Background: an optimization exercise with open tools, aiming at small area. Do not read the settings as production practice.
In this exercise RTL edits were held to simulation tests only and were not proved equivalent to the original.
No run shown here takes its clock network from TritonCTS; it comes from the design's own scripts or RTL.
No driver is modelled on the clock port, so clock power and skew are understated where the tree is cut down; a real chip needs a root buffer or a tree.
No activity file was given, so power comes from the tool's default toggle rates.

File: flow/abc_area_min.script
strash
dch -f
amap
topo
File: flow/clock_tree.tcl
# Clock tree built by hand before the CTS step (sourced as PRE_CTS_TCL).
# The registers are split into CLK_ROOTS regions of neighbours and each
# region into CLK_GROUPS / CLK_ROOTS groups of neighbours. Each group is
# driven by one leaf cell (CLK_BUF) placed at the group's centre, and the
# leaves of a region by one root cell (CLK_ROOT) placed at their centre;
# the clock port drives only the roots. With inverters for both the roots
# and the leaves, every register sees the clock through two inversions.
# All registers get the same number and kind of cells on their clock path.
# The CTS command (and the cloning of clock inverters before it) is then
# replaced by a no-op, and the rest of the
# CTS step (legalisation, timing repair) runs as usual.
set nroots $::env(CLK_ROOTS)
set ngroups $::env(CLK_GROUPS)
set db [ord::get_db]
set blk [ord::get_db_block]
set leaf_master [$db findMaster $::env(CLK_BUF)]
set root_master [$db findMaster $::env(CLK_ROOT)]
set clk_net [$blk findNet clock]

proc pin_name {master dir} {
  foreach mt [$master getMTerms] {
    if {[$mt getSigType] ne "SIGNAL"} { continue }
    if {[$mt getIoType] eq $dir} { return [$mt getName] }
  }
}
set leaf_in [pin_name $leaf_master INPUT]
set leaf_out [pin_name $leaf_master OUTPUT]
set root_in [pin_name $root_master INPUT]
set root_out [pin_name $root_master OUTPUT]

set sinks {}
foreach it [$clk_net getITerms] {
  set bb [[$it getInst] getBBox]
  lappend sinks [list $it [expr {([$bb xMin] + [$bb xMax]) / 2}] [expr {([$bb yMin] + [$bb yMax]) / 2}]]
}
puts "clock_tree: [llength $sinks] sinks, $nroots roots ($::env(CLK_ROOT)), $ngroups leaves ($::env(CLK_BUF))"

# split a list of sinks into n groups of neighbours, alternating the axis
proc split_sinks {sinks n axis} {
  if {$n <= 1} { return [list $sinks] }
  set idx [expr {$axis == 0 ? 1 : 2}]
  set sorted [lsort -integer -index $idx $sinks]
  set n1 [expr {$n / 2}]
  set k [expr {int(round([llength $sorted] * double($n1) / $n))}]
  set a [lrange $sorted 0 [expr {$k - 1}]]
  set b [lrange $sorted $k end]
  return [concat [split_sinks $a $n1 [expr {1 - $axis}]] [split_sinks $b [expr {$n - $n1}] [expr {1 - $axis}]]]
}

proc centre {grp} {
  set sx 0; set sy 0
  foreach s $grp { incr sx [lindex $s 1]; incr sy [lindex $s 2] }
  return [list [expr {$sx / [llength $grp]}] [expr {$sy / [llength $grp]}]]
}

# one cell at (x, y) driving the iterms of a group through a new net
proc add_driver {blk master in out name grp_iterms xy src_net} {
  set inst [odb::dbInst_create $blk $master $name]
  set net [odb::dbNet_create $blk "${name}_net"]
  $net setSigType CLOCK
  foreach it $grp_iterms {
    $it disconnect
    $it connect $net
  }
  [$inst findITerm $in] connect $src_net
  [$inst findITerm $out] connect $net
  $inst setLocation [lindex $xy 0] [lindex $xy 1]
  $inst setPlacementStatus PLACED
  return $inst
}

set die [$blk getDieArea]
set axis [expr {([$die xMax] - [$die xMin]) >= ([$die yMax] - [$die yMin]) ? 0 : 1}]
set per_root [expr {$ngroups / $nroots}]
set ri 0
set gi 0
foreach region [split_sinks $sinks $nroots $axis] {
  set root [add_driver $blk $root_master $root_in $root_out "clkroot_$ri" {} [centre $region] $clk_net]
  set root_net [[$root findITerm $root_out] getNet]
  foreach grp [split_sinks $region $per_root $axis] {
    set its {}
    foreach s $grp { lappend its [lindex $s 0] }
    add_driver $blk $leaf_master $leaf_in $leaf_out "clkleaf_$gi" $its [centre $grp] $root_net
    puts "clock_tree: leaf $gi (root $ri): [llength $grp] sinks"
    incr gi
  }
  incr ri
}

rename clock_tree_synthesis orig_clock_tree_synthesis
proc clock_tree_synthesis {args} {
  puts "clock_tree: CTS command skipped, tree built by clock_tree.tcl"
  set_propagated_clock [all_clocks]
}

# the CTS step would next clone clock inverters next to their loads;
# the tree above is final, so that is skipped too
rename repair_clock_inverters orig_repair_clock_inverters
proc repair_clock_inverters {args} {
  puts "clock_tree: repair_clock_inverters skipped"
}
File: flow/synth_prefix.tcl
# Prepended to the standard flow's synthesis script: the ABC technology mapping uses
# flow/abc_area_min.script (area-oriented mapping with amap) in place of
# ORFS's ABC script. Only the combinational mapping changes; registers
# are mapped by dfflibmap before ABC runs, exactly as in the standard flow.
proc abc {args} {
  set i [lsearch -exact $args -script]
  if {$i >= 0} { lset args [expr {$i + 1}] $::env(FLOW_ABC_SCRIPT) }
  yosys abc {*}$args
}
File: flow/downsize.tcl
set lib_area {}
foreach lc [get_lib_cells sky130_fd_sc_hd__*] {
  set n [get_name $lc]
  dict set lib_area $n [get_property $lc area]
}
set dont_use [split $::env(DONT_USE_CELLS)]
set n_changed 0
foreach inst [get_cells *] {
  set m [get_property [get_lib_cells -of_objects $inst] name]
  if {![regexp {^(sky130_fd_sc_hd__[a-z0-9]+)_([0-9]+)$} $m -> base drv]} { continue }
  set best $m
  set best_a [dict get $lib_area $m]
  dict for {n a} $lib_area {
    if {[regexp "^${base}_(\[0-9\]+)\$" $n] && [lsearch -exact $dont_use $n] < 0 && $a < $best_a} {
      set best $n
      set best_a $a
    }
  }
  if {$best ne $m} {
    replace_cell $inst $best
    incr n_changed
  }
}
puts "downsize: replaced $n_changed cells"
File: design.v
module core_top (
    input  logic        clock,
    input  logic        reset_ALUop_2_3,
    output logic [15:0] pc_addr,
    input  logic [15:0] inst,
    output logic [15:0] mem_addr,
    output logic [15:0] mem_write_data,
    output logic        mem_write,
    input  logic [15:0] mem_read_data
);
    logic [15:0] pc;
    logic [3:0]  phase;
    always_ff @(posedge clock or posedge reset_ALUop_2_3) begin
        if (reset_ALUop_2_3) {pc, phase} <= '0;
        else                 {pc, phase} <= {pc, phase} + 20'd1;
    end
    logic ph0, ph15;
    assign ph0  = (phase == 4'd0);
    assign ph15 = (phase == 4'd15);
    logic       pk_clear;   
    logic       pk_load;    
    logic [2:0] pd;         
    logic [3:0] ps;         
    logic [1:0] cls;
    logic [2:0] ra, rb;
    logic [3:0] funct, sh;
    assign cls   = inst[15:14];
    assign ra    = inst[13:11];
    assign rb    = inst[10:8];
    assign funct = inst[7:4];
    assign sh    = inst[3:0];
    logic [15:0] rf [1:7];
    logic        late_bit;    
    logic [7:0] heads;
    assign heads[0] = 1'b0;
    genvar gi;
    generate
        for (gi = 1; gi < 8; gi++) begin : g_reg
            logic wr;
            assign wr = pk_clear || (pd == 3'(gi));
            assign heads[gi] = wr ? late_bit : rf[gi][0];
            always_ff @(posedge clock) begin
                rf[gi] <= {heads[gi], rf[gi][15:1]};
            end
        end
    endgenerate
    logic a_bit, b_bit;
    assign a_bit = heads[ra];
    assign b_bit = heads[rb];
    logic [15:0] A, D;
    logic        a_in, d_in;
    always_ff @(posedge clock) begin
        if (pk_load && ph0) A <= {a_in, mem_read_data[15:1]};
        else                A <= {a_in, A[15:1]};
        D <= {d_in, D[15:1]};
    end
    logic a_tap, srl_ok;
    assign a_tap  = A[ps];
    assign srl_ok = (phase <= ~ps);
    always_comb begin
        if (pk_clear)             late_bit = 1'b0;
        else if (pk_load && ph0)  late_bit = mem_read_data[0];
        else                      late_bit = a_tap && srl_ok;
    end
    logic imm_bit, is_mem, is_sub, y, cin, sum, carry;
    assign imm_bit = phase[3] ? inst[7] : inst[phase[2:0]];
    assign is_mem  = !cls[1];
    assign is_sub  = (cls == 2'b11) && (funct == 4'd1);
    assign y       = (is_mem ? imm_bit : a_bit) ^ is_sub;
    assign cin     = ph0 ? is_sub : carry;
    assign sum     = b_bit ^ y ^ cin;
    always_ff @(posedge clock) begin
        carry <= (b_bit & y) | (b_bit & cin) | (y & cin);
    end
    logic sll_bit;
    logic [15:0] d_taps;
    assign d_taps = {D[1], D[2], D[3], D[4], D[5], D[6], D[7], D[8],
                     D[9], D[10], D[11], D[12], D[13], D[14], D[15], b_bit};
    assign sll_bit = (phase >= sh) && d_taps[sh];
    logic alu_bit;
    always_comb begin
        if (funct[3])      alu_bit = funct[0] ? b_bit : sll_bit;  
        else if (funct[2]) alu_bit = a_bit ^ b_bit;
        else if (funct[1]) alu_bit = funct[0] ? (a_bit | b_bit) : (a_bit & b_bit);
        else               alu_bit = sum;
    end
    always_comb begin
        case (cls)
            2'b10:   a_in = imm_bit;
            2'b11:   a_in = alu_bit;
            default: a_in = sum;
        endcase
    end
    assign d_in = cls[1] ? b_bit : a_bit;
    logic       funct_ok;
    logic [2:0] dest;
    always_comb begin
        case (funct)
            4'd0, 4'd1, 4'd2, 4'd3, 4'd4, 4'd8, 4'd9: funct_ok = 1'b1;
            default:                                  funct_ok = 1'b0;
        endcase
        case (cls)
            2'b00:   dest = ra;
            2'b01:   dest = 3'd0;
            2'b10:   dest = rb;
            default: dest = funct_ok ? rb : 3'd0;
        endcase
    end
    always_ff @(posedge clock or posedge reset_ALUop_2_3) begin
        if (reset_ALUop_2_3) begin
            pk_clear <= 1'b1;
        end else if (ph15) begin
            pk_clear <= 1'b0;
        end
    end
    always_ff @(posedge clock) begin
        if (ph15) begin
            pk_load <= (cls == 2'b01) || ((cls == 2'b00) && (ra != 3'd0));
            pd      <= dest;
            ps      <= ((cls == 2'b11) && (funct == 4'd9)) ? sh : 4'd0;
        end
    end
    assign pc_addr        = pc;
    assign mem_addr       = A;
    assign mem_write_data = D;
    assign mem_write      = ph0 && !pk_clear && pk_load && (pd == 3'd0);
endmodule
File: config.mk
export PLATFORM = sky130hd
export DESIGN_NAME = core_top
export DESIGN_NICKNAME = core_top
export VERILOG_FILES = /design/flow/design.v
export SDC_FILE = /design/flow/constraint.sdc
export NUM_CORES = 4
export LEC_CHECK = 0
export ABC_AREA = 1
export CAP_MARGIN = 20
export CORE_MARGIN = 2
export CORE_UTILIZATION = 40
export SLEW_MARGIN = 20
File: constraint.sdc
create_clock -name core_clock -period 10.0 [get_ports {clock}]
set_input_delay 2.0000 -clock core_clock [delete_from_list [all_inputs] [get_ports {clock}]]
set_output_delay 2.0000 -clock core_clock [all_outputs]
set_load 0.01 [all_outputs]
File: standard.sh
#!/bin/bash
# synth_recipe.tcl (not shown) runs the flow's synth.tcl, then flattens the netlist and writes it again
# the make line also repeats each setting of config.mk as NAME=value (left out here)
make -C /OpenROAD-flow-scripts/flow DESIGN_CONFIG=/design/flow/config.mk WORK_HOME=/design/flow/orfs CLKGATE_MAP_FILE= SYNTH_SCRIPT=/design/flow/synth_recipe.tcl "${@:-finish}"
File: flow/run.sh
#!/bin/bash
# Standard layout with four changes:
# - synthesis maps the logic (adders included, no separate adder mapping)
#   with an area-oriented ABC script (the registers
#   are mapped as in the standard synthesis);
# - port buffers are made from the smallest buffer;
# - every cell is downsized to its smallest drive strength after floorplan
#   (the repair steps that follow restore what timing needs);
# - a two-level clock tree of inverters (two roots, eight leaves) is built
#   by flow/clock_tree.tcl in place of the CTS command.
# Tool output goes to standard.log.
set -o pipefail
HERE=$(pwd)
cat flow/synth_prefix.tcl synth_recipe.tcl > my_synth.tcl
export FLOW_ABC_SCRIPT="$HERE/flow/abc_area_min.script"
export BUFFER_PORTS_ARGS="-buffer_cell sky130_fd_sc_hd__buf_1"
export POST_FLOORPLAN_TCL="$HERE/flow/downsize.tcl"
export PRE_CTS_TCL="$HERE/flow/clock_tree.tcl"
export CLK_ROOTS=2
export CLK_GROUPS=8
export CLK_BUF=sky130_fd_sc_hd__inv_8
export CLK_ROOT=sky130_fd_sc_hd__inv_8
bash standard.sh SYNTH_SCRIPT="$HERE/my_synth.tcl" ADDER_MAP_FILE= finish > standard.log 2>&1
==> flow_metrics.tcl, run 1 <==
set metrics [dict create \
    outcome "finished clean" \
    relSlewSlack_pct 36.8 \
    mostFrequentLayoutCell "dfxtp_1" \
    die_h_um 115 \
    via_per_inst 4.78 \
    final_nets 546 \
    setup_viol 0 \
    overflow 0 \
    cp_slowest_cell "or3_1" \
    synth_top_area_share_pct 58.5 \
    die_x_um 115 \
    start_util_pct 41.1 \
    critPathRequiredTime_ps 10090 \
    p_leak_uw 0.00212 \
    synth-seq-cells 174 \
    critPathArrivalTime_ps 4980 \
    routed-via-count 3239 \
    post-cts-setup-buffers 0 \
    hold_path_depth 0 \
    grt_max_degree 23 \
    grt_pass1_vias 2983 \
    clock_latency_ps 160 \
    dr.first_iter.drc_count 207 \
    core_region_area_mm2 0.0121 \
    syn2layout_area_growth_pct 12.7 \
    max_freq_mhz 204 \
    io-pin-count 83 \
    hp-class "flip-flop to flip-flop" \
    drv_cap 0 \
    routed_wl_mm 8.82 \
    gp_congestion 0.810 \
    yosysSeqAreaShare_pct 74.0 \
    clk_pin_slew_ps 100 \
    r2r_cells 23 \
    drv_slew 0 \
    antenna_found_initial 0 \
    synth_cells 418 \
    crit_buf_inv 1 \
    finalSetupTns_ps 0 \
    fin_skew_ps 9.43 \
    yosysUniqueCellTypes 32 \
    die-area_mm2 0.0133 \
    drive_above_1_share_pct 2.16 \
    end_kind "flip-flop" \
    ant_nets 0 \
    reg2reg_slack_ps 5160 \
    yosys.area.top_type "dfxtp_1" \
    synth_area_mm2 0.00496 \
    num_antenna_cells 0 \
    path_max_fanout 7 \
    tightest_slew_ps 944 \
    hold_viol 0 \
    remaining_drc_errors 0 \
    rr_endpoint "A[15]" \
    ys_top_cells_by_area "dfxtp_1 58%, dfrtp_1 10%, edfxtp_1 4.8%" \
    cpMostUsedCell "nor2_1" \
    ir_drop_mv 0.0916 \
    drt-pass1-iter-count 4 \
    rsz0062_at_grt "false" \
    rows 40 \
    fin_crit_sh_pct 48.9 \
    setup_slack_ps 5110 \
    portBuffers 82 \
    pwr_density_cell_mw_per_mm2 188 \
    min_period_ps 4890 \
    grtUsageTotal_pct 13.0 \
    ctsResizeCount 0 \
    final_cell_mix "145 x dfxtp_1, 82 x buf_1, 47 x nor2_1" \
    crit_chain "buf_1 > nor2_1 > or3_1 > a21oi_1 > o22ai_1 > a22oi_1 > o22ai_1 > o22ai_1 > nor2_1 > a21oi_1 > nor2b_1 > nor2_1 > nand2_1 > o21ai_0 > a221oi_1 > nor2_1 > nor3_1 > nor2_1 > o21ai_0" \
    rr_startpoint "phase[1]" \
    start_kind "primary input" \
    critPathKind "primary input to flip-flop" \
    ys.warnings.count 2 \
    dp_slack_ps 4950 \
    hold_buffers 0 \
    worstHoldEndpoint "rf[5][4]" \
    slowest_delay_ps 490 \
    wl_per_cell_um 13.0 \
    grt_pass1_wl_mm 14.4 \
    hp-start "rf[5][5]" \
    crit_family "compound AO/OA/AOI/OAI gates" \
    hpwlAfterDp_mm 6.47 \
    syn_nets 452 \
    avgSynthCellArea_um2 11.9 \
]
==> layout make-up <==
type / instances / area, um^2
inverters: 56 / 285
fillers: 1143 / 6470
multi-input cells: 198 / 1120
repair buffers: 82 / 308
flip-flops and latches: 174 / 3670
well taps: 168 / 210
==> cells by family after synthesis <==
family	count (synthesis)	share of synthesized area (%)
AOI/OAI and AO/OA	114	15.1
xor gates and xnor gates	2	0.353
buffers and inverters	46	3.48
DFF	174	74.0
and+or+nand+nor	82	7.09
==> power breakdown <==
part | internal (uW) | switching (uW)
Clock | 38.5 | 215
Sequential | 720 | 13.9
Combinational | 26.5 | 38.7
Total | 785 | 268
==> Yosys cell counts <==
master / instances
a2111oi_0: 1
a211oi_1: 1
a21oi_1: 30
a221o_1: 3
a221oi_1: 11
a22oi_1: 2
a311o_1: 1
a311oi_1: 1
a31oi_1: 3
a41oi_1: 1
and3_1: 3
clkinv_1: 46
dfrtp_1: 20
dfstp_2: 1
dfxtp_1: 145
edfxtp_1: 8
nand2_1: 16
nor2_1: 47
nor2b_1: 2
nor3_1: 4
nor4_1: 5
o21a_1: 3
o21ai_0: 20
o221ai_1: 3
o22a_1: 12
o22ai_1: 20
o31a_1: 1
o32ai_1: 1
or2_0: 3
or3_1: 1
or4_1: 1
xor2_1: 2
==> how the worst max path moves through the flow <==
stage	start	endpoint	slack, ps	cells past startpoint
floorplan	mem_read_data[0]	A[15]	5550	18
global placement	mem_read_data[0]	A[15]	5210	19
detailed placement	mem_read_data[0]	A[15]	4950	19
CTS	phase[1]	A[15]	5130	23
global route	phase[1]	A[15]	4520	21
finish	mem_read_data[0]	A[15]	5110	19
==> per-layer routing <==
metal | vias up | wire, um | GRT usage [%]
li1 | 1645 | - | -
met1 | 1506 | 4210 | 19.2
met2 | 74 | 3930 | 20.3
met3 | 14 | 493 | 2.27
met4 | 0 | 185 | 2.41
met5 | - | 0 | 0
==> state kept, by name, summed over array words and instances (netlist names), 3 cells and up <==
signal,count
A,16
D,16
pc,16
pd,3
phase,4
ps,4
rf,112
==> metrics by stage <==
step / hold slack, ps / instances / area, um^2 / util [%] / total power [uW]
after floorplan: 310 / 418 / 4960 / - / 785
after global placement: 311 / 668 / 5480 / 45.4 / 814
after detailed placement: 312 / 668 / 5480 / 45.4 / 815
after CTS: 336 / 678 / 5590 / 46.4 / 1070
after global routing: 341 / 678 / 5590 / 46.4 / 1110
final: 334 / 678 / 5590 / 46.4 / 1050
==> worst reg2reg max path: stages, from the launching register on <==
cell and delay [ps]:
dfrtp_1 420, clkinv_1 130, nand2_1 80, nor3_1 330, nand2_1 500, clkinv_1 390
a31oi_1 90, or3_1 500, a21oi_1 290, o22ai_1 110, a22oi_1 190, o22ai_1 160
o22ai_1 200, nor2_1 70, a21oi_1 180, nor2b_1 200, nor2_1 80, nand2_1 50
o21ai_0 110, a221oi_1 290, nor2_1 70, nor3_1 190, nor2_1 70, o21ai_0 70
==> inputs of run 2 (changes only) <==
==> flow/abc_area_min.script (replaced) <==
strash
dch
amap -F 4 -A 8
topo
==> flow_metrics.tcl, run 2 <==
set metrics [dict create \
    outcome "finished clean" \
    reg2reg_slack_ps 5210 \
    path_max_fanout 7 \
    io-pin-count 83 \
    ir_drop_mv 0.110 \
    async_flop_share_pct 12.1 \
    grtUsageTotal_pct 12.8 \
    fill_cells 1168 \
    die_x_um 115 \
    portBuffers 82 \
    via_per_inst 4.78 \
    drv_slew 0 \
    overflow 0 \
    num_antenna_cells 0 \
    die-area_mm2 0.0133 \
    hold_viol 0 \
    setup_slack_ps 5110 \
    top_register "rf" \
    rows 40 \
    syn2layout_area_growth_pct 12.9 \
    gp_congestion 0.823 \
    yosysSeqAreaShare_pct 74.0 \
    clk_pin_slew_ps 110 \
    core_region_area_mm2 0.0121 \
    ctsResizeCount 0 \
    ys_top_cells_by_area "dfxtp_1 59%, dfrtp_1 10%, edfxtp_1 4.8%" \
    synth-seq-cells 174 \
    remaining_drc_errors 0 \
    critPathArrivalTime_ps 4940 \
    synth_top_area_share_pct 58.6 \
    p_leak_uw 0.00215 \
    wl_per_cell_um 12.9 \
    tightest_slew_ps 773 \
    max_freq_mhz 204 \
    critPathKind "primary input to flip-flop" \
    die_h_um 115 \
    final_cells 671 \
    synth_cells 410 \
    placedCellCount 661 \
    synth_area_mm2 0.00496 \
    rsz0062_at_grt "false" \
    fin_skew_ps 13.0 \
    largest_reg_flops 112 \
    dr.first_iter.drc_count 190 \
    min_period_ps 4890 \
    r2r_cells 17 \
    end_kind "flip-flop" \
    syn_nets 444 \
    hold_path_depth 0 \
    yosys.area.top_type "dfxtp_1" \
    yosys_most_used_dff "dfxtp_1" \
    drive_above_1_share_pct 2.39 \
    seqCellArea_mm2 0.00367 \
    yosysMostFrequentCell "dfxtp_1" \
    drv_cap 0 \
    post-cts-setup-buffers 0 \
    finalSetupTns_ps 0 \
    hpwlAfterDp_mm 6.35 \
    rr_startpoint "phase[0]" \
    pwr_density_cell_mw_per_mm2 188 \
    mostFrequentLayoutCell "dfxtp_1" \
    rr_endpoint "A[15]" \
    final_nets 539 \
    routed-via-count 3207 \
    power_uw 1050 \
    multi_input_area_mm2 0.00114 \
    ant_nets 0 \
    final_cell_mix "145 x dfxtp_1, 82 x buf_1, 40 x clkinv_1, 40 x nor2_1, 37 x o22ai_1" \
    hp-class "flip-flop to flip-flop" \
    grt_max_degree 26 \
    drt-pass1-iter-count 7 \
    grt_pass1_vias 2987 \
    antenna_found_initial 0 \
    yosysUniqueCellTypes 35 \
    worstHoldEndpoint "rf[6][10]" \
    ys.warnings.count 2 \
    hp-start "rf[6][11]" \
    start_util_pct 41.1 \
    synth_commonest_cells "145 x dfxtp_1, 40 x clkinv_1, 40 x nor2_1, 37 x o22ai_1, 25 x nand2_1" \
    fin_crit_sh_pct 48.9 \
    dp_slack_ps 4960 \
    clock_latency_ps 160 \
    relSlewSlack_pct 48.1 \
    setup_viol 0 \
    routed_wl_mm 8.68 \
    hold_buffers 0 \
    avgSynthCellArea_um2 12.1 \
    start_kind "primary input" \
    synth-edff-count 8 \
    critPathRequiredTime_ps 10050 \
    grt_pass1_wl_mm 14.3 \
]
## run 2: stage by stage
step,util (%),hold slack [ps],cell area (um^2)
global route,46.4,342,5600
CTS,46.4,332,5600
detailed placement,45.5,312,5480
floorplan,-,310,4960
finish,46.4,330,5600
global placement,45.5,310,5480
## run 2: kinds of logic (layout without fill, tap and decap cells)
kind of cell	Yosys count	after routing	share of synthesized area [%]
AO/OA/AOI/OAI	110	110	15.4
AND/OR/NAND/NOR	86	86	7.52
flip-flops	174	174	74.0
buffers and inverters	40	133	3.03
## run 2: power by group
group / switching [uW] / leakage [uW] / total [uW] / internal (uW)
logic: 39.7 / 0.000558 / 66.1 / 26.3
registers: 12.4 / 0.00153 / 732 / 719
clock network: 215 / 0.0000605 / 254 / 38.5
## run 2: worst max-delay path: stages
cell and delay [ps]:
buf_1 70, o22ai_1 500, o31ai_1 240, o22ai_1 200, a22oi_1 110, o22ai_1 330
o22ai_1 150, o21ai_0 280, nor2b_1 260, o21ai_0 110, o31ai_1 110, a221oi_1 150
o22ai_1 180, o32ai_1 90, o21bai_1 160
## run 2: how the worst max path moves through the flow
stage	endpoint	depth (start not counted)	startpoint	slack (ps)
5_1_grt	A[15]	17	phase[0]	4690
3_3_place_gp	A[15]	15	mem_read_data[0]	5120
3_5_place_dp	A[15]	15	mem_read_data[0]	4960
2_1_floorplan	A[15]	14	mem_read_data[0]	5610
6_report	A[15]	15	mem_read_data[0]	5110
4_1_cts	A[15]	15	mem_read_data[0]	5160
## run 2: area by class of cell
| cell class | count | area share [%] |
|---|---|---|
| inverters | 50 | 4.70 |
| flip-flops and latches | 174 | 65.6 |
| well taps | 168 | 3.76 |
| repair buffers | 83 | 5.64 |
| multi-input cells | 196 | 20.3 |
## run 2: per-layer routing
metal / part of all wire [%] / routed length (um) / up-vias / global-route usage [%]
met3: 4.8 / 419 / 13 / 2.00
met1: 49 / 4290 / 1484 / 19.8
met2: 44 / 3790 / 71 / 19.5
li1: - / - / 1639 / -
met5: 0 / 0 / - / 0
met4: 2.0 / 177 / 0 / 2.17
==> inputs of run 3 (changes only) <==
==> flow/abc_area_min.script (replaced) <==
strash
dch -f
amap -F 4 -A 8
topo
==> flow_metrics.tcl, run 3 <==
set metrics [dict create \
    outcome "finished clean" \
    max_freq_mhz 201 \
    yosys_most_used_dff "dfxtp_1" \
    tightest_slew_ps 950 \
    cpMostUsedCell "o22ai_1" \
    die_h_um 115 \
    critPathRequiredTime_ps 10090 \
    r2r_cells 20 \
    wl_met3_um 620 \
    synth-seq-cells 174 \
    ys_top_cells_by_area "dfxtp_1 59%, dfrtp_1 10%, edfxtp_1 4.9%" \
    hp-start "rf[6][5]" \
    critPathKind "primary input to flip-flop" \
    path_max_fanout 7 \
    yosysSeqAreaShare_pct 74.3 \
    wl_met1_mm 4.60 \
    antenna_found_initial 0 \
    portBuffers 82 \
    yosys.area.top_type "dfxtp_1" \
    drv_cap 0 \
    remaining_drc_errors 0 \
    grt_pass1_vias 2998 \
    final_nets 536 \
    setup_viol 0 \
    core_region_area_mm2 0.0120 \
    clock_latency_ps 160 \
    hold_buffers 0 \
    top_register "rf" \
    start_kind "primary input" \
    drv_slew 0 \
    largest_reg_flops 112 \
    postLayoutCellArea_mm2 0.00555 \
    cp_slowest_cell "o221ai_1" \
    die-area_mm2 0.0133 \
    rows 40 \
    ant_nets 0 \
    grtUsageTotal_pct 13.5 \
    hold_path_depth 0 \
    rsz0062_at_grt "false" \
    clk_pin_slew_ps 100 \
    drt-pass1-iter-count 5 \
    synth_top_area_share_pct 58.7 \
    yosysMostFrequentCell "dfxtp_1" \
    final_cells 647 \
    post-cts-setup-buffers 0 \
    crit_family "compound AO/OA/AOI/OAI gates" \
    critPathArrivalTime_ps 5060 \
    fill_cells 1116 \
    via_per_inst 5.09 \
    min_period_ps 4970 \
    mostFrequentLayoutCell "dfxtp_1" \
    ir_drop_mv 0.0905 \
    relSlewSlack_pct 36.4 \
    ys.warnings.count 2 \
    routed_wl_mm 9.37 \
    die_x_um 115 \
    routed-via-count 3291 \
    crit_buf_inv 2 \
    hpwlAfterDp_mm 6.72 \
    hp-class "flip-flop to flip-flop" \
    io-pin-count 83 \
    final_cell_mix "145 x dfxtp_1, 82 x buf_1, 42 x nor2_1" \
    gp_congestion 0.907 \
    dr.first_iter.drc_count 212 \
    fin_crit_sh_pct 49.7 \
    yosysUniqueCellTypes 30 \
    slowest_delay_ps 460 \
    syn2layout_area_growth_pct 12.2 \
    met2_length_mm 3.99 \
    grt_max_degree 23 \
    p_leak_uw 0.00210 \
    start_util_pct 41.1 \
    placedCellCount 637 \
    placed_area_mm2 0.00543 \
    overflow 0 \
    synth-edff-count 8 \
    end_kind "flip-flop" \
    grt_pass1_wl_mm 14.9 \
    synth_commonest_cells "145 x dfxtp_1, 42 x nor2_1, 38 x clkinv_1, 31 x o22ai_1, 21 x o21ai_0" \
    top_layer_used "met4" \
    rr_endpoint "A[15]" \
    hold_ws_ps 332 \
    synth_cells 408 \
    finalSetupTns_ps 0 \
    async_flop_share_pct 12.1 \
    synth_area_mm2 0.00494 \
    syn_nets 442 \
    fin_skew_ps 13.2 \
    crit_chain "buf_1 > o221ai_1 > o21ai_0 > o22ai_1 > a22oi_1 > o22ai_1 > clkinv_1 > o22ai_1 > nor2_1 > a21oi_1 > nor2_1 > nor2_1 > nor2_1 > a21oi_1 > o22ai_1 > a21oi_1 > o22ai_1 > o22ai_1" \
    pwr_density_cell_mw_per_mm2 190 \
    reg2reg_slack_ps 5080 \
    drive_above_1_share_pct 2.20 \
    avgSynthCellArea_um2 12.1 \
    wl_per_cell_um 14.5 \
    ctsResizeCount 0 \
    worstHoldEndpoint "rf[6][4]" \
    rr_startpoint "phase[3]" \
    num_antenna_cells 0 \
    hold_viol 0 \
]
## run 3: changes by cell type after synthesis, sizes merged, moves of 8 or more
cell   change
a21oi     +11
a22o      -10
nand2      -8
o21ai      +8
o22a      +15
o31ai      -8
## run 3: power breakdown
| group | internal (uW) | switching, uW | total, uW | leakage [uW] |
|---|---|---|---|---|
| Sequential | 719 | 14.2 | 733 | 0.00153 |
| Clock | 38.6 | 216 | 255 | 0.0000605 |
| Combinational | 27.5 | 38.5 | 66.1 | 0.000509 |
| Total | 785 | 269 | 1050 | 0.00210 |
## run 3: logic make-up after synthesis
| logic type | after synthesis | synth area share [%] |
|---|---|---|
| flops | 174 | 74.3 |
| compound gates | 117 | 15.7 |
| simple gates | 77 | 6.76 |
| buf+inv | 38 | 2.89 |
| xor+xnor | 2 | 0.355 |
## run 3: metrics by stage
stage / utilization, % / total power [uW] / setup WS [ps]
finish: 46.2 / 1050 / 5030
global route: 46.2 / 1100 / 4650
CTS: 46.2 / 1060 / 5200
detailed placement: 45.2 / 814 / 5040
global placement: 45.2 / 813 / 5270
floorplan: - / 784 / 5720
## run 3: how the worst max path moves through the flow
| stage | start | slack (ps) | cells after the start | end |
|---|---|---|---|---|
| after global placement | mem_read_data[0] | 5270 | 17 | A[15] |
| after CTS | mem_read_data[0] | 5200 | 18 | A[15] |
| after floorplan | mem_read_data[0] | 5720 | 17 | A[15] |
| final | mem_read_data[0] | 5030 | 18 | A[15] |
| after global routing | phase[1] | 4650 | 19 | A[15] |
| after detailed placement | mem_read_data[0] | 5040 | 18 | A[15] |
## run 3: metal layers
layer  track usage (%)  vias to the layer above
met5                 0                        -
met4              2.09                        0
met3              2.21                       16
met2              20.7                       98
met1              20.6                     1540
li1                  -                     1637
## run 3: area by class of cell
cell class / count / area [um^2] / share of cell area, %
inverters: 48 / 255 / 4.60
multi-input cells: 196 / 1130 / 20.4
flip-flops and latches: 174 / 3670 / 66.2
well taps: 147 / 184 / 3.32
repair buffers: 82 / 308 / 5.55
==> inputs of run 4 (changes only) <==
--- a/flow/run.sh
+++ b/flow/run.sh
@@ -8,3 +8,3 @@
 #   (the repair steps that follow restore what timing needs);
-# - a two-level clock tree of inverters (two roots, eight leaves) is built
+# - a two-level clock tree of inverters (one root, seven leaves) is built
 #   by flow/clock_tree.tcl in place of the CTS command.
@@ -18,6 +18,6 @@
 export PRE_CTS_TCL="$HERE/flow/clock_tree.tcl"
-export CLK_ROOTS=2
-export CLK_GROUPS=8
+export CLK_ROOTS=1
+export CLK_GROUPS=7
 export CLK_BUF=sky130_fd_sc_hd__inv_8
-export CLK_ROOT=sky130_fd_sc_hd__inv_8
+export CLK_ROOT=sky130_fd_sc_hd__inv_12
 bash standard.sh SYNTH_SCRIPT="$HERE/my_synth.tcl" ADDER_MAP_FILE= finish > standard.log 2>&1
--- a/config.mk
+++ b/config.mk
@@ -10,3 +10,4 @@
 export CORE_MARGIN = 2
-export CORE_UTILIZATION = 40
+export CORE_UTILIZATION = 65
+export PLACE_DENSITY = 0.75
 export SLEW_MARGIN = 20
==> flow_metrics.tcl, run 4 <==
set metrics [dict create \
    fin_skew_ps 11.6 \
    outcome "finished clean" \
    synth_top_area_share_pct 58.7 \
    p_leak_uw 0.00209 \
    crit_chain "buf_1 > o221ai_1 > o21ai_0 > o22ai_1 > a22oi_1 > o22ai_1 > clkinv_1 > o22ai_1 > nor2_1 > a21oi_1 > nor2b_1 > nor2_1 > a21oi_1 > o22ai_1 > a21oi_1 > o22ai_1 > o22ai_1" \
    final_cell_mix "145 x dfxtp_1, 82 x buf_1, 42 x nor2_1" \
    crit_buf_inv 2 \
    mostFrequentLayoutCell "dfxtp_1" \
    wl_per_cell_um 15.1 \
    ant_nets 0 \
    top_register "rf" \
    routed-via-count 3286 \
    gp_congestion 0.806 \
    portBuffers 82 \
    final_nets 535 \
    die_x_um 91.2 \
    critPathArrivalTime_ps 4950 \
    ys_top_cells_by_area "dfxtp_1 59%, dfrtp_1 10%, edfxtp_1 4.9%" \
    overflow 0 \
    largest_reg_flops 112 \
    drt-pass1-iter-count 4 \
    finalSetupTns_ps 0 \
    remaining_drc_errors 0 \
    reg2reg_slack_ps 5210 \
    antenna_found_initial 0 \
    via_per_inst 5.49 \
    tightest_slew_ps 766 \
    path_max_fanout 7 \
    end_kind "flip-flop" \
    drv_slew 0 \
    ys.warnings.count 2 \
    core_region_area_mm2 0.00729 \
    grt_max_degree 26 \
    synth_area_mm2 0.00494 \
    start_util_pct 67.8 \
    syn2layout_area_growth_pct 10.8 \
    critPathKind "primary input to flip-flop" \
    avgSynthCellArea_um2 12.1 \
    ctsResizeCount 0 \
    setup_viol 0 \
    ir_drop_mv 0.177 \
    fin_crit_sh_pct 48.2 \
    rows 31 \
    hp-class "flip-flop to flip-flop" \
    grt_pass1_wl_mm 14.8 \
    yosysSeqAreaShare_pct 74.3 \
    dr.first_iter.drc_count 179 \
    synth-edff-count 8 \
    hpwlAfterDp_mm 6.46 \
    relSlewSlack_pct 48.6 \
    pwr_density_cell_mw_per_mm2 189 \
    hold_viol 0 \
    grtUsageTotal_pct 21.3 \
    drv_cap 0 \
    rsz0062_at_grt "false" \
    yosysUniqueCellTypes 30 \
    clock_latency_ps 180 \
    routed_wl_mm 9.00 \
    cp_slowest_cell "o221ai_1" \
    start_kind "primary input" \
    syn_nets 442 \
    grt_pass1_vias 3081 \
    synth_cells 408 \
    min_period_ps 4820 \
    async_flop_share_pct 12.1 \
    synth-seq-cells 174 \
    die_h_um 91.2 \
    clk_pin_slew_ps 110 \
    hold_buffers 0 \
    slowest_delay_ps 470 \
    yosys.area.top_type "dfxtp_1" \
    crit_family "compound AO/OA/AOI/OAI gates" \
    hold_ws_ps 331 \
    die-area_mm2 0.00831 \
    synth_commonest_cells "145 x dfxtp_1, 42 x nor2_1, 38 x clkinv_1, 31 x o22ai_1, 21 x o21ai_0" \
    io-pin-count 83 \
    post-cts-setup-buffers 0 \
    yosysMostFrequentCell "dfxtp_1" \
    cpMostUsedCell "o22ai_1" \
    max_freq_mhz 207 \
    critPathRequiredTime_ps 10120 \
    yosys_most_used_dff "dfxtp_1" \
    drive_above_1_share_pct 2.00 \
    num_antenna_cells 0 \
]
[run 4: metal layers]
metal	global-route usage [%]	wire length, um	up-vias
met1	30.4	4160	1557
met4	1.52	71	0
met2	36.4	4270	90
met5	0	0	-
met3	3.24	505	5
li1	-	-	1634
[run 4: worst paths after layout]
| kind | end | start | depth (start not counted) |
|---|---|---|---|
| max in group asynchronous | pc[11] | reset_ALUop_2_3 | 2 |
| min reg2reg | rf[4][13] | rf[4][14] | 0 |
| min in group asynchronous | pc[10] | reset_ALUop_2_3 | 2 |
| max | A[15] | mem_read_data[0] | 17 |
| max reg2reg | A[15] | phase[1] | 19 |
| min | rf[4][13] | rf[4][14] | 0 |
[run 4: kinds of logic after synthesis]
kind of cell | after synthesis | synth area share, %
AOI/OAI and AO/OA | 117 | 15.7
xor gates and xnor gates | 2 | 0.355
buffers and inverters | 38 | 2.89
DFF | 174 | 74.3
and+or+nand+nor | 77 | 6.76
[run 4: worst register-to-register path: stages (launching register included)]
cell      delay [ps]
dfrtp_1          490
nor4_1           150
nand2_1          480
clkinv_1         590
o221ai_1         640
o21ai_0          310
o22ai_1          210
a22oi_1           90
o22ai_1          280
clkinv_1         140
o22ai_1          180
nor2_1            70
a21oi_1          140
nor2b_1          190
nor2_1            90
a21oi_1          180
o22ai_1          100
a21oi_1          170
o22ai_1           90
o22ai_1          160
[run 4: final cells by class]
cell class | count | area (um^2)
well taps | 99 | 124
inverters | 46 | 238
multi-input cells | 196 | 1130
fillers | 517 | 1820
repair buffers | 83 | 315
flip-flops and latches | 174 | 3670
[run 4: per-stage QoR]
stage / total power (uW) / cells / utilization (%) / setup slack, ps / instance area, um^2
floorplan: 784 / 408 / - / 5720 / 4940
global placement: 810 / 590 / 73.8 / 5230 / 5380
detailed placement: 812 / 590 / 73.8 / 5010 / 5380
CTS: 1040 / 598 / 75.1 / 5200 / 5480
global route: 1070 / 598 / 75.1 / 4670 / 5480
finish: 1030 / 598 / 75.1 / 5180 / 5480
[run 4: power by group]
group / internal, uW / switching (uW)
registers: 719 / 13.5
clock network: 32.5 / 204
logic: 27.6 / 36.8

[re-timing with driven ports]
The results above use ideal ports. As a check the final layouts listed here were re-extracted and re-timed, cells and wires unchanged.
Step 1, drivers: a clkbuf_16 drives clock and a buf_2 each remaining input, both assumed.
Step 2 moves the port delays by t, midway between the first and last clock arrival at a register: inputs arrive t later, outputs are due t later. That takes back most of the time a late clock gives input paths.
Slacks: no drivers / after step 1 / after step 2; pairs: no drivers / after step 1.
| run | t (ns) | slack for setup (ns) | worst setup path after step 2 | worst register clock-pin slew, ns |
|---|---|---|---|---|
| run 1 | 0.229 | 5.108 / 5.160 / 4.933 | input to register | 0.10 / 0.10 |
| run 2 | 0.228 | 5.109 / 5.150 / 4.922 | input to register | 0.11 / 0.11 |
| run 3 | 0.228 | 5.030 / 5.081 / 4.853 | input to register | 0.10 / 0.10 |
| run 4 | 0.233 | 5.175 / 5.163 / 4.977 | input to register | 0.11 / 0.11 |
After both steps setup and hold are still met in every run listed. The setup slack of run 4, which loses most, moves by -0.012 ns with the drivers and by -0.198 ns with both steps.
